This is an optimization exercise on Yosys and OpenROAD, whose aim is a short achievable clock period, not a production implementation. RTL that was checked went through simulation tests only; none was proved equivalent to the original. Only the layout flow was run in run 1; the RTL was not checked for function there. Power is estimated from default activity; no workload was simulated.

==> flow/design.v, too long to show whole: its modules and the start of the top module <==
// module frame_config_regs: 1001 lines
// module pixel_ingest: 337 lines
// module block_stats: 178 lines
// module square8: 66 lines
// module square8_inc: 66 lines
// module noise_estimator: 91 lines
// module noise_top: 76 lines
module noise_top (
	input logic clk,
	input logic reset,
	input logic reg_wr_en,
	input video_pkg::reg_addr_t reg_addr,
	input video_pkg::dim_t reg_wdata,
	input video_pkg::reg_addr_t reg_rd_addr,
	output video_pkg::dim_t reg_rdata,
	input video_pkg::pixel_t s_axis_tdata,
	input logic s_axis_tvalid,
	input logic s_axis_tuser,
	output logic s_axis_tready,
	output noise_pkg::variance_t estimated_noise,
	output logic estimated_noise_ready
);
  // ...
==> flow/run.sh <==
#!/bin/bash
# synth_recipe.tcl (not shown) runs the flow's synth.tcl, then flattens the netlist and writes it again
# the make line also repeats each setting of config.mk as NAME=value (left out here)
make -C /OpenROAD-flow-scripts/flow DESIGN_CONFIG=/design/flow/config.mk WORK_HOME=/design/flow/orfs CLKGATE_MAP_FILE= SYNTH_SCRIPT=/design/flow/synth_recipe.tcl finish
==> flow/config.mk <==
export PLATFORM = sky130hd
export DESIGN_NAME = noise_top
export DESIGN_NICKNAME = noise_top
export VERILOG_FILES = /design/flow/design.v
export SDC_FILE = /design/flow/constraint.sdc
export NUM_CORES = 4
export LEC_CHECK = 0
export CAP_MARGIN = 20
export CORE_MARGIN = 2
export CORE_UTILIZATION = 40
export SETUP_SLACK_MARGIN = 3.8
export SLEW_MARGIN = 20
export TNS_END_PERCENT = 100
==> flow/constraint.sdc <==
create_clock -name core_clock -period 7.0 [get_ports {clk}]
set_input_delay 1.4000 -clock core_clock [delete_from_list [all_inputs] [get_ports {clk}]]
set_output_delay 1.4000 -clock core_clock [all_outputs]
set_load 0.01 [all_outputs]
==> reports/metrics.csv, run 1 <==
stage,metric,value,unit
synthesis,largest_family_of_logic_cells_by_synthesized_area,adder cells,
cts,clkLatencyLatePin,0.64,ns
power_and_ir_drop,cellLeakagePower,16.0,nW
cts,cts_tree,yes,
synthesis,synth_compound_area_share,11.9,%
placed_design,buffer_ports.inserted,80,
timing,final.setup.tns,0,ns
timing,fmax,300,MHz
worst_setup_path,cp_num_cells,3,
hold_path,holdPathStages,0,
routing,via_per_instance_ratio,4.98,
synthesis,async_set_reset_flop_share_out_of_synthesis,0,%
finish,seq_cells,501,
synthesis,number_of_enable_type_register_cells_in_the_synthesized_netlist,16,
synthesis,postSynthRegisterBits,501,
finish,layout.cells.largest_class,multi-input combinational cells,
synthesis,yosysWarnings,4,
finish,insertedDiodeCount,0,
routing,met2_wirelength_from_detailed_routing,33.1,mm
finish,finish.utilization,47.0,%
timing,min_period_over_period,47.6,%
finish,bufAreaShareNonClock,3.93,%
power_and_ir_drop,worst_ir_drop_vdd,0.194,mV
global_route,global_route.usage.met3,2.52,%
cts,cts.htree.levels,2,
floorplan,core_region_area,77100,um^2
job,max_cap_violations,0,
routing,route.detailed.drc,0,
placed_design,placedCellCount,4413,
global_route,global_route.peak_usage_layer,met2,
synthesis,post_synth_xor_area_fraction,4.55,%
power_and_ir_drop,cellPowerDensity,230,nW/um^2
worst_setup_path,r2r_end,u_stats.mean_sq[13]$_DFF_P_,
worst_setup_path,worst_ep_required_time,5.60,ns
worst_setup_path,critical_path.max_stage_delay,0.22,ns
synthesis,synth.distinct_cells,92,
finish,final-clk-cell-share,5.38,%
status,outcome,timing/DRC/antenna clean,
routing,drt_first_iter_violations,1086,
cts,cts_hold_buffers,0,
finish,post_route_cells_drive_above_1_share,12.2,%
cts,clkSlewWorstSetupHoldPaths,0.06,ns
synthesis,synth_cells,3429,
synthesis,adder_cell_share_of_the_synthesized_area,25.0,%
routing,antenna_nets_post_route,0,
==> run 2, diff against run 1 <==
--- a/flow/design.v
+++ b/flow/design.v
@@ -38,35 +38,25 @@
 	input video_pkg::reg_addr_t reg_addr,
 	input video_pkg::dim_t reg_wdata,
 	input video_pkg::reg_addr_t reg_rd_addr,
 	output video_pkg::dim_t reg_rdata,
 	output video_pkg::block_count_t blocks
 );
 	video_pkg::dim_t width_reg;
 	video_pkg::dim_t height_reg;
-	video_pkg::dim_t width_n;
-	video_pkg::dim_t height_n;
 	logic [31:0] area_reg;
 	always_ff @(posedge clk) begin
 		if (reset) begin
 			width_reg <= '0;
 			height_reg <= '0;
-			width_n <= '1;
-			height_n <= '1;
 		end else if (reg_wr_en) begin
 			case (reg_addr)
-				video_pkg::reg_addr_width: begin
-					width_reg <= reg_wdata;
-					width_n <= ~reg_wdata;
-				end
-				video_pkg::reg_addr_height: begin
-					height_reg <= reg_wdata;
-					height_n <= ~reg_wdata;
-				end
+				video_pkg::reg_addr_width: width_reg <= reg_wdata;
+				video_pkg::reg_addr_height: height_reg <= reg_wdata;
 				default: width_reg <= width_reg;
 			endcase
 		end
 	end
 	logic [31:0] area_row0, area_row1, area_row2, area_row3, area_row4, area_row5;
 	logic [31:0] area_sum, area_carry;
 	logic m_1;
 	logic m_2;
@@ -1025,17 +1015,17 @@
 	assign n_253 = n_188 ^ n_189 ^ n_125;
 	assign n_254 = (n_188 & n_189) | (n_188 & n_125) | (n_189 & n_125);
 	always_ff @(posedge clk) begin
 		area_sum <= {n_252, n_250, n_248, n_246, n_244, n_242, n_240, n_238, n_236, n_234, n_232, n_230, n_228, n_226, n_224, n_222, n_220, n_218, n_216, n_214, n_212, n_210, n_208, n_206, n_204, n_202, n_200, n_198, n_196, n_194, n_192, n_191};
 		area_carry <= {n_253, n_251, n_249, n_247, n_245, n_243, n_241, n_239, n_237, n_235, n_233, n_231, n_229, n_227, n_225, n_223, n_221, n_219, n_217, n_215, n_213, n_211, n_209, n_207, n_205, n_203, n_201, n_199, n_197, n_195, n_193, area_row5[0]};
 		area_reg <= area_sum + area_carry;
 	end
 	assign blocks = video_pkg::block_count_t'(area_reg >> video_pkg::block_shift);
-	assign reg_rdata = ~((reg_rd_addr == video_pkg::reg_addr_width) ? width_n : height_n);
+	assign reg_rdata = (reg_rd_addr == video_pkg::reg_addr_width) ? width_reg : height_reg;
 endmodule
 `timescale 1ns/1ns
 module pixel_ingest (
 	input logic clk,
 	input logic reset,
 	input video_pkg::pixel_t s_axis_tdata,
 	input logic s_axis_tvalid,
 	input logic s_axis_tuser,
==> flow/config.mk (replaced) <==
export PLATFORM = sky130hd
export DESIGN_NAME = noise_top
export DESIGN_NICKNAME = noise_top
export VERILOG_FILES = /design/flow/design.v
export SDC_FILE = /design/flow/constraint.sdc
export NUM_CORES = 4
export LEC_CHECK = 0
export CAP_MARGIN = 20
export CORE_MARGIN = 2
export CORE_UTILIZATION = 60
export SETUP_SLACK_MARGIN = 3.8
export SLEW_MARGIN = 20
export TNS_END_PERCENT = 100
==> reports/metrics.csv, run 2 <==
stage,metric,value,unit,change
power_and_ir_drop,share_of_power_burned_in_registers,37.1,%,was 38.4%
cts,clkLatencyLatePin,0.60,ns,was 0.64 ns
timing,fmax,298,MHz,was 300 MHz
power_and_ir_drop,cellPowerDensity,241,nW/um^2,was 230 nW/um^2
global_route,pin_count_of_the_biggest_net_entering_global_routing,60,,was 50
synthesis,synth_top_area_share,30.4,%,was 31.3%
cts,clkSlewWorstSetupHoldPaths,0.05,ns,was 0.06 ns
power_and_ir_drop,power.share.switching,31.9,%,was 30.6%
hold_path,holdCritStartpoint,u_stats.first_d2$_DFF_P_,,unchanged
floorplan,start_util,60.9,%,was 40.2%
floorplan,core_region_area,49100,um^2,"was 77,100 um^2"
timing,holdWs,0.324,ns,was 0.331 ns
global_route,first_global_vias,22300,,"was 22,500"
job,max_cap_violations,0,,unchanged
worst_setup_path,r2r_end,u_estimator.estimate[15]$_DFFE_PP_,,was u_stats.mean_sq[13]$_DFF_P_
routing,drt_first_iter_violations,1323,,"was 1,086"
global_route,grt_antenna_before_repair,3,,was 0
finish,mostFrequentLayoutCells,"419 x sky130_fd_sc_hd__dfxtp_1, 399 x sky130_fd_sc_hd__inv_1, 338 x sky130_fd_sc_hd__nand2_1",,"was 451 x sky130_fd_sc_hd__dfxtp_1, 408 x sky130_fd_sc_hd__nand2_1, 405 x sky130_fd_sc_hd__inv_1"
routing,via_per_instance_ratio,5.52,,was 4.98
worst_setup_path,worst_ep_required_time,5.60,ns,about the same
hold_path,hold_path_endpoint,u_stats.first_d3$_DFF_P_,,unchanged
finish,post_route_cells_drive_above_1_share,12.9,%,was 12.2%
synthesis,synth_cells,3266,,"was 3,429"
routing,routedWlPerCell,16.9,um,was 15.4 um
synthesis,syn_area_per_cell,9.14,um^2,was 9.04 um^2
status,outcome,timing/DRC/antenna clean,,unchanged
finish,finish.utilization,70.1,%,was 47.0%
power_and_ir_drop,net-switching-power,2.64,mW,was 2.55 mW
finish,num-nets-final,3873,,"was 4,022"
placed_design,detailedPlacementHpwl,48.3,mm,was 49.9 mm
synthesis,post-synth-top-area-cell,sky130_fd_sc_hd__dfxtp_1,,unchanged
floorplan,core.rowCount,81,,was 102
timing,final-hold-violation-count,0,,unchanged
worst_setup_path,setup.worst_path.class,input pin to output port,,unchanged
finish,registers.top_by_ff_count,u_estimator.blk_count_next,,unchanged
synthesis,library_cell_with_the_highest_instance_count_after_synthesis,sky130_fd_sc_hd__dfxtp_1,,unchanged
cts,cts-root-buf,sky130_fd_sc_hd__clkbuf_16,,unchanged
global_route,gr_overflow_total,0,,unchanged
worst_setup_path,reg2reg_setup_slack,3.73,ns,was 3.79 ns
global_route,globalRouteTotalUtil,26.6,%,was 17.8%
power_and_ir_drop,internal-power,5.64,mW,was 5.80 mW
cts,cts-root-to-sink-buffers,3,,unchanged
power_and_ir_drop,part_of_the_power_in_combinational_logic,31.7,%,was 24.9%
worst_setup_path,timing.critical_path.from_type,input pin,,unchanged
finish,flip_flop_count_of_the_largest_register_after_layout,32,,unchanged
placed_design,gp_congestion,0.840,,was 0.804
hold_path,hold_class,register to register,,unchanged
placed_design,detailedPlace.worstSlack,2.17,ns,was 1.78 ns
synthesis,post_synth_most_frequent_cells,"453 x sky130_fd_sc_hd__dfxtp_1, 417 x sky130_fd_sc_hd__inv_1, 344 x sky130_fd_sc_hd__nand2_1, 245 x sky130_fd_sc_hd__fa_1, 226 x sky130_fd_sc_hd__ha_1",,"was 485 x sky130_fd_sc_hd__dfxtp_1, 420 x sky130_fd_sc_hd__inv_1, 411 x sky130_fd_sc_hd__nand2_1, 245 x sky130_fd_sc_hd__fa_1, 226 x sky130_fd_sc_hd__ha_1"
synthesis,yosysWarnings,4,,unchanged
synthesis,ys_top_cells_by_area,"sky130_fd_sc_hd__dfxtp_1 30%, sky130_fd_sc_hd__fa_1 16%, sky130_fd_sc_hd__ha_1 9.5%",,"was sky130_fd_sc_hd__dfxtp_1 31%, sky130_fd_sc_hd__fa_1 16%, sky130_fd_sc_hd__ha_1 9.1%"
routing,first_pass_iters,6,,was 5
cts,cts-buffers-inserted,50,,was 56
timing,worst_slack,3.64,ns,was 3.67 ns
finish,top_regs,"u_estimator.blk_count_next (32), u_regs.area_row0 (30), u_regs.area_row1 (29)",,unchanged
timing,final.setup.tns,0,ns,unchanged
floorplan,fp.dieArea,51500,um^2,"was 79,800 um^2"
timing,tightestPinTransition,0.950,ns,was 0.970 ns
floorplan,num_io_pins,89,,unchanged
timing,grt_setup_unrepaired,true,,unchanged
synthesis,mappedNetlistArea,29800,um^2,"was 31,000 um^2"
cts,cts_tree,yes,,unchanged
finish,layout-area-overhead-vs-synth,15.3,%,was 16.8%
synthesis,number_of_enable_type_register_cells_in_the_synthesized_netlist,16,,unchanged
floorplan,width_of_the_chip,227,um,was 282 um
synthesis,synth-seq-area-share,32.0,%,was 32.9%
timing,final_period_minus_worst_setup_slack,3.36,ns,was 3.33 ns
global_route,grt_pass1_wl,110,mm,was 116 mm
routing,route.detailed.drc,0,,unchanged
hold_path,holdPathStages,0,,unchanged
placed_design,buffer_ports.inserted,80,,unchanged
cts,cts.htree.levels,2,,unchanged
worst_setup_path,crit_arrival,1.96,ns,was 1.93 ns
worst_setup_path,rr_worst_depth,12,,was 14
synthesis,postSynthRegisterBits,469,,was 501
power_and_ir_drop,cellLeakagePower,15.7,nW,was 16.0 nW
finish,final_common_cell,sky130_fd_sc_hd__dfxtp_1,,unchanged
synthesis,async_set_reset_flop_share_out_of_synthesis,0,%,unchanged
routing,antenna_nets_post_route,0,,unchanged
timing,count_of_final_max_slew_check_failures,0,,unchanged
synthesis,synth.distinct_cells,86,,was 92
timing,slew-limit-headroom,36.6,%,was 35.1%
worst_setup_path,cp_endpoint_kind,output port,,unchanged
timing,worst_clock_skew,0.0260,ns,was 0.0468 ns
synthesis,synth.net_count,3792,,"was 3,955"
synthesis,ys.flop_type,sky130_fd_sc_hd__dfxtp_1,,unchanged
worst_setup_path,cp_max_fo,8,,unchanged
worst_setup_path,worst_r2r_startpoint,u_stats.last_sq1[6]$_DFF_P_,,was u_stats.blk_sum[13]$_DFF_P_
timing,finalSetupViolCount,0,,unchanged
routing,via_count,22400,,"was 22,800"
timing,min_period_over_period,48.0,%,was 47.6%
cts,clock-sinks,469,,was 501
power_and_ir_drop,worst_ir_drop_vdd,0.344,mV,was 0.194 mV
floorplan,chip_height,227,um,was 282 um
power_and_ir_drop,power_frac_clock,31.3,%,was 36.7%
routing,drt_wl_total,68.3,mm,was 70.6 mm
==> run 2: cell types whose count changed after synthesis, sizes merged, moves of 13 or more <==
| cell | before | now |
|---|---|---|
| dfxtp | 485 | 453 |
| o21ai | 152 | 135 |
| nand2 | 411 | 344 |
| nand3 | 60 | 41 |
| mux2i | 43 | 30 |
==> run 2: layout make-up <==
| class | instances | area, um^2 |
|---|---|---|
| Clock buffer | 75 | 1450 |
| Antenna cell | 2 | 5.00 |
| Tap cell | 664 | 831 |
| Clock inverter | 17 | 159 |
| Fill cell | 3815 | 14600 |
| Multi-Input combinational cell | 2244 | 19200 |
| Inverter | 419 | 1580 |
| Timing Repair Buffer | 163 | 1520 |
| Sequential cell | 469 | 9630 |
==> run 2: how the worst max path moves through the flow <==
stage | from | cells past startpoint | slack (ns) | to
2_1_floorplan | reg_rd_addr[0] | 3 | 3.59 | reg_rdata[10]
3_3_place_gp | reg_rd_addr[0] | 3 | 2.19 | reg_rdata[15]
3_5_place_dp | reg_rd_addr[0] | 3 | 2.17 | reg_rdata[15]
4_1_cts | reg_rd_addr[0] | 3 | 3.64 | reg_rdata[6]
5_1_grt | reg_rd_addr[0] | 3 | 3.63 | reg_rdata[13]
6_report | reg_rd_addr[0] | 3 | 3.64 | reg_rdata[3]
==> run 2: metrics by stage <==
stage	power [mW]	area [um^2]	instances
floorplan	4.69	30400	3266
global placement	5.12	31400	3890
detailed placement	5.20	31400	3890
CTS	8.07	33800	4028
global route	8.71	34400	4053
finish	8.28	34400	4053
==> run 2: metal layers <==
layer / track usage, % / part of all wire, %
met1: 35.7 / 45
met2: 45.3 / 47
met3: 3.24 / 4.5
met4: 8.24 / 2.6
met5: 0 / 0
==> run 2: kinds of logic after synthesis <==
group	Yosys count	share of synthesized area (%)
buffers and inverters	554	7.03
AND/OR/NAND/NOR	1002	16.2
multiplexers	55	1.95
adder cells (fa/ha/maj)	472	25.9
AO/OA/AOI/OAI	550	12.0
flip-flops	469	32.0
XOR/XNOR	164	4.84
==> run 2: power by group through the flow <==
stage	Clock [mW]	Sequential [mW]	Combinational (mW)
after CTS	2.64	3.06	2.37
after floorplan	0	3.05	1.64
final	2.59	3.07	2.62
after global routing	2.73	3.09	2.89
after global placement	0	3.12	2.00
after detailed placement	0	3.12	2.08
==> run 2: worst max-delay path: stages <==
cell                     delay, ns
sky130_fd_sc_hd__buf_16       0.13
sky130_fd_sc_hd__mux2_4       0.31
sky130_fd_sc_hd__buf_6        0.12
==> run 2: timing repair <==
action                                  CTS  global route
gates cloned                              2             1
resized for setup                       291           138
endpoints found under the setup margin   88            79
pin swaps                                57            61
hold endpoints to repair                  0             0
hold buffers                              0             0
buffers inserted                         44            22
==> run 3, diff against run 2 <==
--- a/flow/config.mk
+++ b/flow/config.mk
@@ -8,5 +8,5 @@
 export CAP_MARGIN = 20
 export CORE_MARGIN = 2
-export CORE_UTILIZATION = 60
+export CORE_UTILIZATION = 25
 export SETUP_SLACK_MARGIN = 3.8
 export SLEW_MARGIN = 20
==> reports/metrics.csv, run 3 <==
stage,metric,value,unit,change
status,outcome,timing/DRC/antenna clean,,unchanged
synthesis,synth_cells,3266,,unchanged
synthesis,synth.net_count,3792,,unchanged
hold_path,holdCritStartpoint,u_stats.first_d2$_DFF_P_,,unchanged
floorplan,core.rowCount,126,,was 81
worst_setup_path,crit_arrival,1.97,ns,was 1.96 ns
placed_design,detailedPlacementHpwl,48.7,mm,was 48.3 mm
timing,slew-limit-headroom,39.3,%,was 36.6%
global_route,grt_pass1_wl,112,mm,was 110 mm
routing,drt_wl_total,68.1,mm,was 68.3 mm
timing,worst_slack,3.63,ns,was 3.64 ns
cts,cts-root-buf,sky130_fd_sc_hd__clkbuf_16,,unchanged
finish,registers.top_by_ff_count,u_estimator.blk_count_next,,unchanged
timing,count_of_final_max_slew_check_failures,0,,unchanged
power_and_ir_drop,power_frac_clock,35.0,%,was 31.3%
routing,route.detailed.drc,0,,unchanged
worst_setup_path,r2r_end,u_estimator.min_var[13]$_SDFFE_PP1P_,,was u_estimator.estimate[15]$_DFFE_PP_
worst_setup_path,cp_endpoint_kind,output port,,unchanged
timing,worst_clock_skew,0.0726,ns,was 0.0260 ns
timing,holdWs,0.380,ns,was 0.324 ns
synthesis,ys_top_cells_by_area,"sky130_fd_sc_hd__dfxtp_1 30%, sky130_fd_sc_hd__fa_1 16%, sky130_fd_sc_hd__ha_1 9.5%",,unchanged
synthesis,synth-seq-area-share,32.0,%,unchanged
worst_setup_path,rr_worst_depth,13,,was 12
finish,layout-area-overhead-vs-synth,19.4,%,was 15.3%
routing,routedWlPerCell,13.8,um,was 16.9 um
worst_setup_path,worst_ep_required_time,5.60,ns,about the same
routing,first_pass_iters,5,,was 6
timing,final_period_minus_worst_setup_slack,3.37,ns,was 3.36 ns
synthesis,post_synth_xor_area_fraction,4.84,%,unchanged
synthesis,post_synth_and_or_nand_nor_area_fraction,16.2,%,unchanged
worst_setup_path,reg2reg_setup_slack,3.71,ns,was 3.73 ns
floorplan,core_region_area,118000,um^2,"was 49,100 um^2"
synthesis,number_of_enable_type_register_cells_in_the_synthesized_netlist,16,,unchanged
global_route,grt_antenna_before_repair,1,,was 3
global_route,gr_overflow_total,0,,unchanged
timing,final.setup.tns,0,ns,unchanged
routing,via_per_instance_ratio,4.45,,was 5.52
power_and_ir_drop,finalPower,8.67,mW,was 8.28 mW
synthesis,post_synth_most_frequent_cells,"453 x sky130_fd_sc_hd__dfxtp_1, 417 x sky130_fd_sc_hd__inv_1, 344 x sky130_fd_sc_hd__nand2_1, 245 x sky130_fd_sc_hd__fa_1, 226 x sky130_fd_sc_hd__ha_1",,unchanged
placed_design,gp_congestion,0.808,,was 0.840
worst_setup_path,crit_path_top_delay_cell,sky130_fd_sc_hd__mux2_4,,unchanged
synthesis,synth_compound_area_share,12.0,%,unchanged
worst_setup_path,worst_r2r_startpoint,u_stats.acc_sum_sq_min[11]$_DFF_P_,,was u_stats.last_sq1[6]$_DFF_P_
hold_path,hold_path_endpoint,u_stats.first_d3$_DFF_P_,,unchanged
cts,clock-sinks,469,,unchanged
routing,antenna_nets_post_route,0,,unchanged
finish,flip_flop_count_of_the_largest_register_after_layout,32,,unchanged
cts,cts_tree,yes,,unchanged
job,max_cap_violations,0,,unchanged
timing,tightestPinTransition,0.911,ns,was 0.950 ns
power_and_ir_drop,net-switching-power,2.70,mW,was 2.64 mW
timing,fmax,297,MHz,was 298 MHz
synthesis,muxShareOfSynthArea,1.95,%,unchanged
power_and_ir_drop,cellPowerDensity,243,nW/um^2,was 241 nW/um^2
synthesis,yosysWarnings,4,,unchanged
synthesis,post-synth-top-area-cell,sky130_fd_sc_hd__dfxtp_1,,unchanged
timing,finalSetupViolCount,0,,unchanged
global_route,globalRouteTotalUtil,11.1,%,was 26.6%
cts,cts-root-to-sink-buffers,3,,unchanged
synthesis,mappedNetlistArea,29800,um^2,unchanged
cts,cts_hold_buffers,0,,unchanged
global_route,first_global_vias,22000,,"was 22,300"
worst_setup_path,worstPathCellList,buf_16 -> mux2_4 -> buf_6,,unchanged
routing,drt_first_iter_violations,947,,"was 1,323"
synthesis,ys.flop_type,sky130_fd_sc_hd__dfxtp_1,,unchanged
synthesis,synth_top_area_share,30.4,%,unchanged
cts,cts-buffers-inserted,55,,was 50
finish,mostFrequentLayoutCells,"415 x sky130_fd_sc_hd__dfxtp_1, 402 x sky130_fd_sc_hd__inv_1, 339 x sky130_fd_sc_hd__nand2_1",,"was 419 x sky130_fd_sc_hd__dfxtp_1, 399 x sky130_fd_sc_hd__inv_1, 338 x sky130_fd_sc_hd__nand2_1"
placed_design,buffer_ports.inserted,80,,unchanged
finish,top_regs,"u_estimator.blk_count_next (32), u_regs.area_row0 (30), u_regs.area_row1 (29)",,unchanged
hold_path,hold_class,register to register,,unchanged
cts,clkSlewWorstSetupHoldPaths,0.05,ns,about the same
synthesis,library_cell_with_the_highest_instance_count_after_synthesis,sky130_fd_sc_hd__dfxtp_1,,unchanged
routing,via_count,21900,,"was 22,400"
power_and_ir_drop,internal-power,5.97,mW,was 5.64 mW
power_and_ir_drop,worst_ir_drop_vdd,0.246,mV,was 0.344 mV
hold_path,holdPathStages,0,,unchanged
worst_setup_path,timing.critical_path.from_type,input pin,,unchanged
floorplan,width_of_the_chip,350,um,was 227 um
synthesis,adder_cell_share_of_the_synthesized_area,25.9,%,unchanged
floorplan,fp.dieArea,122000,um^2,"was 51,500 um^2"
synthesis,postSynthRegisterBits,469,,unchanged
power_and_ir_drop,cellLeakagePower,15.8,nW,was 15.7 nW
power_and_ir_drop,power.share.switching,31.1,%,was 31.9%
placed_design,detailedPlace.worstSlack,2.10,ns,was 2.17 ns
finish,final_common_cell,sky130_fd_sc_hd__dfxtp_1,,unchanged
power_and_ir_drop,share_of_power_burned_in_registers,35.3,%,was 37.1%
synthesis,async_set_reset_flop_share_out_of_synthesis,0,%,unchanged
power_and_ir_drop,part_of_the_power_in_combinational_logic,29.6,%,was 31.7%
worst_setup_path,critical_path.max_stage_delay,0.30,ns,was 0.31 ns
global_route,pin_count_of_the_biggest_net_entering_global_routing,60,,unchanged
floorplan,chip_height,350,um,was 227 um
finish,post_route_cells_drive_above_1_share,12.6,%,was 12.9%
synthesis,largest_family_of_logic_cells_by_synthesized_area,adder cells,,unchanged
worst_setup_path,setup.worst_path.class,input pin to output port,,unchanged
floorplan,num_io_pins,89,,unchanged
finish,num-nets-final,3863,,"was 3,873"
synthesis,synth.distinct_cells,86,,unchanged
cts,cts.htree.levels,2,,unchanged
timing,min_period_over_period,48.1,%,was 48.0%
cts,clkLatencyLatePin,0.65,ns,was 0.60 ns
synthesis,syn_area_per_cell,9.14,um^2,unchanged
worst_setup_path,cp_max_fo,8,,unchanged
timing,grt_setup_unrepaired,true,,unchanged
finish,nFillCells,12300,,"was 3,815"
timing,final-hold-violation-count,0,,unchanged
floorplan,start_util,25.2,%,was 60.9%
## run 3: routing by layer
| metal | vias up | GRT usage (%) | routed length [um] |
|---|---|---|---|
| met5 | - | 0 | 0 |
| met4 | 0 | 3.10 | 1510 |
| met3 | 105 | 1.65 | 2920 |
| met2 | 399 | 19.1 | 32200 |
| met1 | 10500 | 14.4 | 31500 |
| li1 | 10900 | - | - |
## run 3: how the worst max path moves through the flow
stage / end / slack (ns) / start
2_1_floorplan: reg_rdata[10] / 3.59 / reg_rd_addr[0]
3_3_place_gp: reg_rdata[3] / 2.12 / reg_rd_addr[0]
3_5_place_dp: reg_rdata[0] / 2.10 / reg_rd_addr[0]
4_1_cts: reg_rdata[12] / 3.63 / reg_rd_addr[0]
5_1_grt: u_estimator.estimate[15]$_DFFE_PP_ / 3.59 / u_stats.last_sq1[8]$_DFF_P_
6_report: reg_rdata[12] / 3.63 / reg_rd_addr[0]
## run 3: final cells by class
class | count | area [um^2] | area share [%]
timing repair buffer | 147 | 1370 | 3.84
clock inverter | 27 | 378 | 1.06
sequential | 469 | 9620 | 27.0
multi-input combinational | 2245 | 19200 | 53.8
clock buffer | 77 | 1600 | 4.49
inverter | 419 | 1580 | 4.43
tap | 1536 | 1920 | 5.39
antenna | 1 | 2.50 | 0.00702
## run 3: logic make-up after synthesis
group,after synthesis
buffers and inverters,554
multiplexers,55
XOR/XNOR,164
adder cells (fa/ha/maj),472
flip-flops,469
AO/OA/AOI/OAI,550
AND/OR/NAND/NOR,1002
## run 3: through the flow
stage | cells | instance area, um^2 | utilization (%)
after detailed placement | 4760 | 32500 | 27.5
final | 4921 | 35600 | 30.1
after global placement | 4760 | 32500 | 27.5
after floorplan | 3266 | 30400 | -
after CTS | 4906 | 35200 | 29.8
after global routing | 4921 | 35600 | 30.1
## run 3: repair_timing
action                                  in CTS  in global routing
pin swaps                                   53                 60
endpoints found under the setup margin      91                 82
gates cloned                                 3                  1
gates resized for setup                    290                112
hold endpoints to repair                     0                  0
buffers inserted                            39                 13
## run 3: critical path, delay by kind of cell
kind	cells	cell delay [ns]
buffers and inverters	2	0.25
muxes	1	0.30
## run 3: power groups by stage
stage | clock network, mW | registers (mW) | logic (mW)
after floorplan | 0 | 3.05 | 1.64
after global placement | 0 | 3.12 | 2.01
after detailed placement | 0 | 3.12 | 2.06
after CTS | 3.14 | 3.06 | 2.45
after global routing | 3.24 | 3.09 | 2.88
final | 3.04 | 3.06 | 2.57
==> run 4, diff against run 3 <==
--- a/flow/config.mk
+++ b/flow/config.mk
@@ -8,5 +8,5 @@
 export CAP_MARGIN = 20
 export CORE_MARGIN = 2
-export CORE_UTILIZATION = 25
+export CORE_UTILIZATION = 40
 export SETUP_SLACK_MARGIN = 3.8
 export SLEW_MARGIN = 20
==> reports/metrics.csv, run 4 <==
stage,metric,value,unit,change
timing,final.setup.tns,0,ns,unchanged
routing,drt_first_iter_violations,984,,was 947
finish,insertedDiodeCount,0,,was 1
worst_setup_path,timing.critical_path.max_delay_family,multiplexers,,unchanged
synthesis,post_synth_xor_area_fraction,4.84,%,unchanged
worst_setup_path,cp_endpoint_kind,output port,,unchanged
floorplan,num_io_pins,89,,unchanged
power_and_ir_drop,worst_ir_drop_vdd,0.218,mV,was 0.246 mV
cts,cts.htree.levels,2,,unchanged
synthesis,syn_area_per_cell,9.14,um^2,unchanged
timing,fmax,297,MHz,about the same
timing,tightestPinTransition,1.07,ns,was 0.911 ns
timing,slew-limit-headroom,28.8,%,was 39.3%
timing,worst_slack,3.63,ns,about the same
synthesis,mappedNetlistArea,29800,um^2,unchanged
synthesis,ys_top_cells_by_area,"sky130_fd_sc_hd__dfxtp_1 30%, sky130_fd_sc_hd__fa_1 16%, sky130_fd_sc_hd__ha_1 9.5%",,unchanged
cts,clock-sinks,469,,unchanged
finish,post-route-cell-area,35100,um^2,"was 35,600 um^2"
synthesis,post_synth_most_frequent_cells,"453 x sky130_fd_sc_hd__dfxtp_1, 417 x sky130_fd_sc_hd__inv_1, 344 x sky130_fd_sc_hd__nand2_1, 245 x sky130_fd_sc_hd__fa_1, 226 x sky130_fd_sc_hd__ha_1",,unchanged
synthesis,yosysWarnings,4,,unchanged
cts,clkSlewWorstSetupHoldPaths,0.06,ns,was 0.05 ns
cts,cts_tree,yes,,unchanged
worst_setup_path,worstPathCellList,buf_16 -> mux2_4 -> buf_6,,unchanged
routing,drt_wl_total,67.1,mm,was 68.1 mm
placed_design,gp_congestion,0.827,,was 0.808
worst_setup_path,crit_path_top_delay_cell,sky130_fd_sc_hd__mux2_4,,unchanged
floorplan,chip_height,277,um,was 350 um
global_route,first_global_vias,21800,,"was 22,000"
finish,final_common_cell,sky130_fd_sc_hd__dfxtp_1,,unchanged
worst_setup_path,worst_ep_required_time,5.60,ns,about the same
routing,via_count,21800,,"was 21,900"
timing,min_period_over_period,48.1,%,about the same
timing,final-hold-violation-count,0,,unchanged
global_route,globalRouteTotalUtil,17.4,%,was 11.1%
worst_setup_path,critical_path.max_stage_delay,0.31,ns,was 0.30 ns
placed_design,dpl_cell_area,31800,um^2,"was 32,500 um^2"
timing,grt_setup_unrepaired,true,,unchanged
finish,multi_input_comb_area,19200,um^2,about the same
timing,finalSetupViolCount,0,,unchanged
synthesis,adder_cell_share_of_the_synthesized_area,25.9,%,unchanged
placed_design,detailedPlacementHpwl,47.1,mm,was 48.7 mm
placed_design,detailedPlace.worstSlack,2.14,ns,was 2.10 ns
synthesis,post_synth_and_or_nand_nor_area_fraction,16.2,%,unchanged
routing,antenna_nets_post_route,0,,unchanged
worst_setup_path,setup.worst_path.class,input pin to output port,,unchanged
worst_setup_path,critical_path.n_buffers_inverters,2,,unchanged
cts,clkLatencyLatePin,0.64,ns,was 0.65 ns
placed_design,buffer_ports.inserted,80,,unchanged
synthesis,post-synth-top-area-cell,sky130_fd_sc_hd__dfxtp_1,,unchanged
routing,routedWlPerCell,15.3,um,was 13.8 um
finish,flip_flop_count_of_the_largest_register_after_layout,32,,unchanged
timing,count_of_final_max_slew_check_failures,0,,unchanged
hold_path,hold_class,register to register,,unchanged
synthesis,ys.flop_type,sky130_fd_sc_hd__dfxtp_1,,unchanged
routing,first_pass_iters,5,,unchanged
synthesis,synth_cells,3266,,unchanged
finish,nFillCells,6999,,"was 12,300"
hold_path,holdCritStartpoint,u_stats.first_d2$_DFF_P_,,unchanged
synthesis,postSynthRegisterBits,469,,unchanged
floorplan,core.rowCount,100,,was 126
synthesis,library_cell_with_the_highest_instance_count_after_synthesis,sky130_fd_sc_hd__dfxtp_1,,unchanged
finish,layout-area-overhead-vs-synth,17.5,%,was 19.4%
timing,worst_clock_skew,0.0694,ns,was 0.0726 ns
finish,top_regs,"u_estimator.blk_count_next (32), u_regs.area_row0 (30), u_regs.area_row1 (29)",,unchanged
cts,cts-buffers-inserted,54,,was 55
floorplan,fp.dieArea,76800,um^2,"was 122,000 um^2"
global_route,pin_count_of_the_biggest_net_entering_global_routing,51,,was 60
cts,cts_hold_buffers,0,,unchanged
job,max_cap_violations,0,,unchanged
finish,num-nets-final,3881,,"was 3,863"
finish,register_area,9630,um^2,was 9620 um^2
global_route,gr_overflow_total,0,,unchanged
worst_setup_path,crit_start,reg_rd_addr[0],,unchanged
cts,cts-root-to-sink-buffers,3,,unchanged
floorplan,start_util,40.2,%,was 25.2%
floorplan,core_region_area,74200,um^2,"was 118,000 um^2"
finish,mostFrequentLayoutCells,"418 x sky130_fd_sc_hd__dfxtp_1, 399 x sky130_fd_sc_hd__inv_1, 329 x sky130_fd_sc_hd__nand2_1",,"was 415 x sky130_fd_sc_hd__dfxtp_1, 402 x sky130_fd_sc_hd__inv_1, 339 x sky130_fd_sc_hd__nand2_1"
routing,via_per_instance_ratio,4.99,,was 4.45
routing,route.detailed.drc,0,,unchanged
global_route,grt_pass1_wl,111,mm,was 112 mm
timing,holdWs,0.327,ns,was 0.380 ns
synthesis,muxShareOfSynthArea,1.95,%,unchanged
timing,final_period_minus_worst_setup_slack,3.37,ns,about the same
synthesis,largest_family_of_logic_cells_by_synthesized_area,adder cells,,unchanged
global_route,grt_antenna_before_repair,0,,was 1
finish,post_route_cells_drive_above_1_share,13.9,%,was 12.6%
cts,cts-root-buf,sky130_fd_sc_hd__clkbuf_16,,unchanged
synthesis,synth_compound_area_share,12.0,%,unchanged
synthesis,synth_top_area_share,30.4,%,unchanged
floorplan,width_of_the_chip,277,um,was 350 um
worst_setup_path,crit_arrival,1.97,ns,about the same
power_and_ir_drop,cellPowerDensity,256,nW/um^2,was 243 nW/um^2
status,outcome,timing/DRC/antenna clean,,unchanged
worst_setup_path,timing.critical_path.from_type,input pin,,unchanged
worst_setup_path,worst_r2r_startpoint,u_stats.acc_sum_sq_min[11]$_DFF_P_,,unchanged
worst_setup_path,cp_max_fo,8,,unchanged
synthesis,synth.net_count,3792,,unchanged
synthesis,number_of_enable_type_register_cells_in_the_synthesized_netlist,16,,unchanged
synthesis,async_set_reset_flop_share_out_of_synthesis,0,%,unchanged
synthesis,synth.distinct_cells,86,,unchanged
synthesis,synth-seq-area-share,32.0,%,unchanged
power_and_ir_drop,cellLeakagePower,15.9,nW,was 15.8 nW
finish,registers.top_by_ff_count,u_estimator.blk_count_next,,unchanged
run 4: changes by cell type in the layout (fill, tap and decap cells not counted), moves of 4 or more:
cell and delta:
sky130_fd_sc_hd__a21oi_1 -5, sky130_fd_sc_hd__dfxtp_4 +5, sky130_fd_sc_hd__nor2_2 +4, sky130_fd_sc_hd__clkbuf_8 -6, sky130_fd_sc_hd__o21ai_1 +4, sky130_fd_sc_hd__clkinv_2 +6, sky130_fd_sc_hd__a21oi_2 +5, sky130_fd_sc_hd__o21ai_0 -6
sky130_fd_sc_hd__nor2_1 -4, sky130_fd_sc_hd__buf_4 +15, sky130_fd_sc_hd__nand2_1 -10, sky130_fd_sc_hd__dfxtp_2 -8, sky130_fd_sc_hd__nand2_2 +7
run 4: kinds of logic (layout without fill, tap and decap cells):
logic type      Yosys count  in the layout
simple gates           1002           1004
compound gates          550            550
fa+ha+maj               472            472
mux                      55             55
flops                   469            469
buf+inv                 554            686
xor+xnor                164            164
run 4: cell type report:
cell class              count  area share, %
inverters                 419           4.52
clock buffers              68           4.29
repair buffers            166           4.47
flip-flops and latches    469           27.5
clock inverters            33           1.05
well taps                 969           3.46
multi-input cells        2245           54.8
run 4: through the flow:
stage | std cells | total power, mW | util, %
3_3_place_gp | 4194 | 5.14 | 42.8
3_5_place_dp | 4194 | 5.17 | 42.8
4_1_cts | 4339 | 8.71 | 46.5
2_1_floorplan | 3266 | 4.69 | -
5_1_grt | 4369 | 9.49 | 47.3
6_report | 4369 | 8.96 | 47.3
run 4: worst paths after layout:
| path | end | slack, ns | depth (start not counted) |
|---|---|---|---|
| max | reg_rdata[7] | 3.63 | 3 |
| min reg2reg | u_stats.first_d3$_DFF_P_ | 0.33 | 0 |
| max reg2reg | u_estimator.estimate[15]$_DFFE_PP_ | 3.74 | 12 |
| min | u_stats.first_d3$_DFF_P_ | 0.33 | 0 |
run 4: what timing repair did:
item                       in CTS  in global routing
cloned                          5                  1
pin swaps                      55                 74
setup endpoints to repair      92                 77
buffers inserted               39                 29
gates resized for setup       281                165
run 4: power breakdown:
group	internal [mW]	switching (mW)
combinational	1.48	1.49
clock	1.72	1.21
sequential	2.91	0.149
run 4: per-layer routing:
metal	vias up	wire length [um]	global-route usage, %
met2	355	31800	29.6
met4	0	1590	5.09
met3	102	2320	2.24
met5	-	0	0
met1	10500	31400	23.2
li1	10900	-	-
==> run 5, diff against run 4 <==
==> flow/flow/run.sh (new file) <==
#!/bin/bash
# Layout flow: the standard layout (standard.sh) with one change, the
# adder cell mapping of ORFS synthesis turned off (ADDER_MAP_FILE empty), so
# that the carry-save trees are built by abc from plain gates instead of the
# library's full adder cells. Everything else, synthesis script included, is
# the standard flow's.
set -euo pipefail
sed -e 's/CLKGATE_MAP_FILE= /CLKGATE_MAP_FILE= ADDER_MAP_FILE= /' standard.sh > flow_standard.sh
grep -q 'ADDER_MAP_FILE= ' flow_standard.sh
# make's output goes to make.log; the per-step tool logs stay under orfs/logs
bash flow_standard.sh finish > make.log 2>&1
test -f out/final.def
==> flow/standard.sh (new file) <==
#!/bin/bash
# synth_recipe.tcl (not shown) runs the flow's synth.tcl, then flattens the netlist and writes it again
# the make line also repeats each setting of config.mk as NAME=value (left out here)
make -C /OpenROAD-flow-scripts/flow DESIGN_CONFIG=/design/flow/config.mk WORK_HOME=/design/flow/orfs CLKGATE_MAP_FILE= SYNTH_SCRIPT=/design/flow/synth_recipe.tcl "${@:-finish}"
removed: flow/run.sh
==> reports/metrics.csv, run 5 <==
stage,metric,value,unit,change
finish,post_route_cells_drive_above_1_share,16.8,%,was 13.9%
synthesis,mappedNetlistArea,31700,um^2,"was 29,800 um^2"
finish,nFillCells,7472,,"was 6,999"
global_route,grt_antenna_before_repair,3,,was 0
cts,clkLatencyLatePin,0.62,ns,was 0.64 ns
floorplan,start_util,40.3,%,was 40.2%
placed_design,placedCellCount,4940,,"was 4,194"
synthesis,synth.net_count,4071,,"was 3,792"
routing,via_count,27700,,"was 21,800"
cts,cts_hold_buffers,0,,unchanged
cts,cts-buffers-inserted,54,,unchanged
synthesis,number_of_enable_type_register_cells_in_the_synthesized_netlist,16,,unchanged
worst_setup_path,worstPathCellList,xnor3_2 -> mux2i_1 -> mux2_2 -> and3_4 -> o41ai_4 -> a2111o_1 -> a21boi_2 -> or3_4 -> and2_4 -> o2111a_1 -> a221o_1,,was buf_16 -> mux2_4 -> buf_6
worst_setup_path,worst_ep_required_time,7.32,ns,was 5.60 ns
global_route,globalRouteTotalUtil,18.9,%,was 17.4%
timing,grt_setup_unrepaired,true,,unchanged
placed_design,detailedPlace.worstSlack,1.98,ns,was 2.14 ns
worst_setup_path,worst_r2r_startpoint,u_stats.mean_sq[2]$_DFF_P_,,was u_stats.acc_sum_sq_min[11]$_DFF_P_
timing,final_period_minus_worst_setup_slack,3.53,ns,was 3.37 ns
timing,worst_clock_skew,0.0468,ns,was 0.0694 ns
floorplan,num_io_pins,89,,unchanged
global_route,first_global_vias,25400,,"was 21,800"
cts,cts_tree,yes,,unchanged
synthesis,synth-seq-area-share,30.2,%,was 32.0%
timing,slew-limit-headroom,34.3,%,was 28.8%
finish,mostFrequentLayoutCells,"524 x sky130_fd_sc_hd__nand2_1, 504 x sky130_fd_sc_hd__xnor2_1, 385 x sky130_fd_sc_hd__dfxtp_1",,"was 418 x sky130_fd_sc_hd__dfxtp_1, 399 x sky130_fd_sc_hd__inv_1, 329 x sky130_fd_sc_hd__nand2_1"
hold_path,holdPathStages,0,,unchanged
timing,worst_slack,3.47,ns,was 3.63 ns
timing,final.setup.tns,0,ns,unchanged
synthesis,library_cell_with_the_highest_instance_count_after_synthesis,sky130_fd_sc_hd__nand2_1,,was sky130_fd_sc_hd__dfxtp_1
floorplan,width_of_the_chip,285,um,was 277 um
timing,tightestPinTransition,0.972,ns,was 1.07 ns
hold_path,hold_class,register to register,,unchanged
synthesis,postSynthRegisterBits,469,,unchanged
routing,drt_wl_total,81.0,mm,was 67.1 mm
worst_setup_path,timing.critical_path.max_delay_family,compound AO/OA/AOI/OAI gates,,was multiplexers
finish,top_regs,"u_estimator.blk_count_next (32), u_regs.area_row0 (30), u_regs.area_row1 (29)",,unchanged
synthesis,post_synth_most_frequent_cells,"532 x sky130_fd_sc_hd__nand2_1, 514 x sky130_fd_sc_hd__xnor2_1, 453 x sky130_fd_sc_hd__dfxtp_1, 327 x sky130_fd_sc_hd__nor2_1, 316 x sky130_fd_sc_hd__a21oi_1",,"was 453 x sky130_fd_sc_hd__dfxtp_1, 417 x sky130_fd_sc_hd__inv_1, 344 x sky130_fd_sc_hd__nand2_1, 245 x sky130_fd_sc_hd__fa_1, 226 x sky130_fd_sc_hd__ha_1"
worst_setup_path,critical_path.n_buffers_inverters,0,,was 2
cts,cts-root-buf,sky130_fd_sc_hd__clkbuf_16,,unchanged
power_and_ir_drop,cellPowerDensity,212,nW/um^2,was 256 nW/um^2
worst_setup_path,rr_worst_depth,11,,was 12
power_and_ir_drop,worst_ir_drop_vdd,0.190,mV,was 0.218 mV
synthesis,post-synth-top-area-cell,sky130_fd_sc_hd__dfxtp_1,,unchanged
worst_setup_path,setup.worst_path.class,register to register,,was input pin to output port
global_route,grt_pass1_wl,129,mm,was 111 mm
worst_setup_path,cp_max_fo,6,,was 8
timing,fmax,284,MHz,was 297 MHz
synthesis,async_set_reset_flop_share_out_of_synthesis,0,%,unchanged
global_route,gr_overflow_total,0,,unchanged
job,max_cap_violations,0,,unchanged
worst_setup_path,r2r_end,u_estimator.estimate[13]$_DFFE_PP_,,was u_estimator.estimate[15]$_DFFE_PP_
cts,clock-sinks,469,,unchanged
worst_setup_path,crit_arrival,3.85,ns,was 1.97 ns
worst_setup_path,crit_path_top_delay_cell,sky130_fd_sc_hd__xnor3_2,,was sky130_fd_sc_hd__mux2_4
finish,registers.top_by_ff_count,u_estimator.blk_count_next,,unchanged
hold_path,hold_path_endpoint,u_stats.first_d3$_DFF_P_,,unchanged
placed_design,detailedPlacementHpwl,53.9,mm,was 47.1 mm
placed_design,buffer_ports.inserted,80,,unchanged
synthesis,syn_area_per_cell,7.88,um^2,was 9.14 um^2
cts,cts-root-to-sink-buffers,3,,unchanged
worst_setup_path,cp_endpoint_kind,register,,was output port
routing,first_pass_iters,6,,was 5
synthesis,yosysWarnings,4,,unchanged
synthesis,synth.distinct_cells,95,,was 86
timing,count_of_final_max_slew_check_failures,0,,unchanged
cts,cts.htree.levels,2,,unchanged
global_route,pin_count_of_the_biggest_net_entering_global_routing,54,,was 51
routing,route.detailed.drc,0,,unchanged
placed_design,gp_congestion,0.830,,was 0.827
finish,layout-area-overhead-vs-synth,21.5,%,was 17.5%
synthesis,synth_cells,4016,,"was 3,266"
worst_setup_path,reg2reg_setup_slack,3.47,ns,was 3.74 ns
floorplan,core.rowCount,103,,was 100
finish,instances_no_fill,5200,,"was 4,369"
worst_setup_path,timing.critical_path.from_type,register,,was input pin
routing,drt_first_iter_violations,1540,,was 984
hold_path,holdCritStartpoint,u_stats.first_d2$_DFF_P_,,unchanged
status,outcome,timing/DRC/antenna clean,,unchanged
floorplan,chip_height,285,um,was 277 um
timing,min_period_over_period,50.4,%,was 48.1%
synthesis,ys_top_cells_by_area,"sky130_fd_sc_hd__dfxtp_1 29%, sky130_fd_sc_hd__xnor2_1 14%, sky130_fd_sc_hd__nand2_1 6.3%",,"was sky130_fd_sc_hd__dfxtp_1 30%, sky130_fd_sc_hd__fa_1 16%, sky130_fd_sc_hd__ha_1 9.5%"
finish,final_common_cell,sky130_fd_sc_hd__nand2_1,,was sky130_fd_sc_hd__dfxtp_1
routing,antenna_nets_post_route,0,,unchanged
synthesis,synth_top_area_share,28.7,%,was 30.4%
floorplan,core_region_area,78600,um^2,"was 74,200 um^2"
timing,final-hold-violation-count,0,,unchanged
routing,routedWlPerCell,15.6,um,was 15.3 um
timing,finalSetupViolCount,0,,unchanged
synthesis,ys.flop_type,sky130_fd_sc_hd__dfxtp_1,,unchanged
floorplan,fp.dieArea,81400,um^2,"was 76,800 um^2"
finish,flip_flop_count_of_the_largest_register_after_layout,32,,unchanged
routing,via_per_instance_ratio,5.33,,was 4.99
cts,clkSlewWorstSetupHoldPaths,0.06,ns,about the same
worst_setup_path,critical_path.max_stage_delay,0.46,ns,was 0.31 ns
power_and_ir_drop,cellLeakagePower,13.5,nW,was 15.9 nW
finish,num-nets-final,4161,,"was 3,881"
run 5: cell type report:
| type | instances | area (um^2) | share of cell area (%) |
|---|---|---|---|
| antenna | 1 | 2.50 | 0.00651 |
| clock buffer | 67 | 1470 | 3.82 |
| clock inverter | 32 | 394 | 1.02 |
| inverter | 94 | 369 | 0.960 |
| multi-input combinational | 3216 | 22600 | 58.7 |
| sequential | 469 | 9730 | 25.3 |
| tap | 1050 | 1310 | 3.42 |
| timing repair buffer | 271 | 2590 | 6.74 |
run 5: where the power goes:
group | internal [mW] | switching, mW | total [mW]
registers | 2.86 | 0.239 | 3.10
clock network | 1.76 | 1.20 | 2.96
logic | 1.02 | 1.06 | 2.08
total | 5.63 | 2.50 | 8.14
run 5: logic make-up (layout without fill, tap and decap cells):
family	Yosys count	after routing	share of synthesized area (%)
adders and majority gates	187	187	5.92
xor gates and xnor gates	737	737	20.6
other	0	1	0
and+or+nand+nor	1302	1305	18.8
muxes	53	53	1.77
DFF	469	469	30.2
buffers and inverters	334	464	4.03
AOI/OAI and AO/OA	934	934	18.6
run 5: worst max path at each step:
stage                                        from                                  to  slack, ns  depth (start not counted)
global route        u_regs.area_carry[10]$_DFF_P_         u_regs.area_reg[29]$_DFF_P_       3.40                         12
CTS                 u_stats.acc_sum_sq[0]$_DFF_P_  u_estimator.estimate[13]$_DFFE_PP_       3.49                         12
global placement                   reg_rd_addr[0]                        reg_rdata[7]       1.98                          3
detailed placement                 reg_rd_addr[0]                        reg_rdata[7]       1.98                          3
floorplan                          reg_rd_addr[0]                       reg_rdata[10]       3.60                          3
finish                 u_stats.mean_sq[2]$_DFF_P_  u_estimator.estimate[13]$_DFFE_PP_       3.47                         11
run 5: routing by layer:
metal  wire length (um)  global-route usage, %
met5                 13                      0
met4               1650                   4.86
met3               3580                   2.27
met2              37600                   31.5
met1              38200                   25.9
run 5: stage by stage:
stage               area (um^2)  utilization, %  total power, mW  hold WS (ns)
floorplan                 32000               -             4.35         0.310
global placement          33300            42.4             4.67         0.328
global route              38500            48.9             8.50         0.346
CTS                       37100            47.2             8.00         0.339
finish                    38500            48.9             8.14         0.337
detailed placement        33300            42.4             4.69         0.331
run 5: what timing repair did:
action / in CTS / in global routing
pin swaps: 79 / 63
setup buffers: 86 / 63
cloned: 11 / 0
setup endpoints to repair: 102 / 94
resized for setup: 449 / 213

==> static timing again, ports no longer ideal <==
In the flow no input, the clock included, has a driving cell. The finished layouts below were timed again as built, in two steps. Step 1, drivers: a clkbuf_16 drives clk and a buf_2 each remaining input, both assumed. Step 2 times the ports against the registers' clock, not the clock port: input delays grow and output delays shrink by t, the midpoint of the rising clock arrivals with the driver on. Three values: ideal ports, drivers, drivers and shift; two values: the first two.
run	shift t [ns]	setup slack, ns	worst slew at a driven data input, ns
run 1	0.676	3.667 / 3.478 / 2.942	0.19
run 2	0.640	3.640 / 3.446 / 3.273	0.21
run 3	0.676	3.634 / 3.445 / 3.206	0.20
run 4	0.669	3.630 / 3.410 / 3.277	0.23
run 5	0.663	3.473 / 3.241 / 3.230	0.35
After both steps every run listed still meets setup and hold. The setup slack of run 1, which loses most, moves by -0.189 ns with the drivers and by -0.725 ns with both steps.
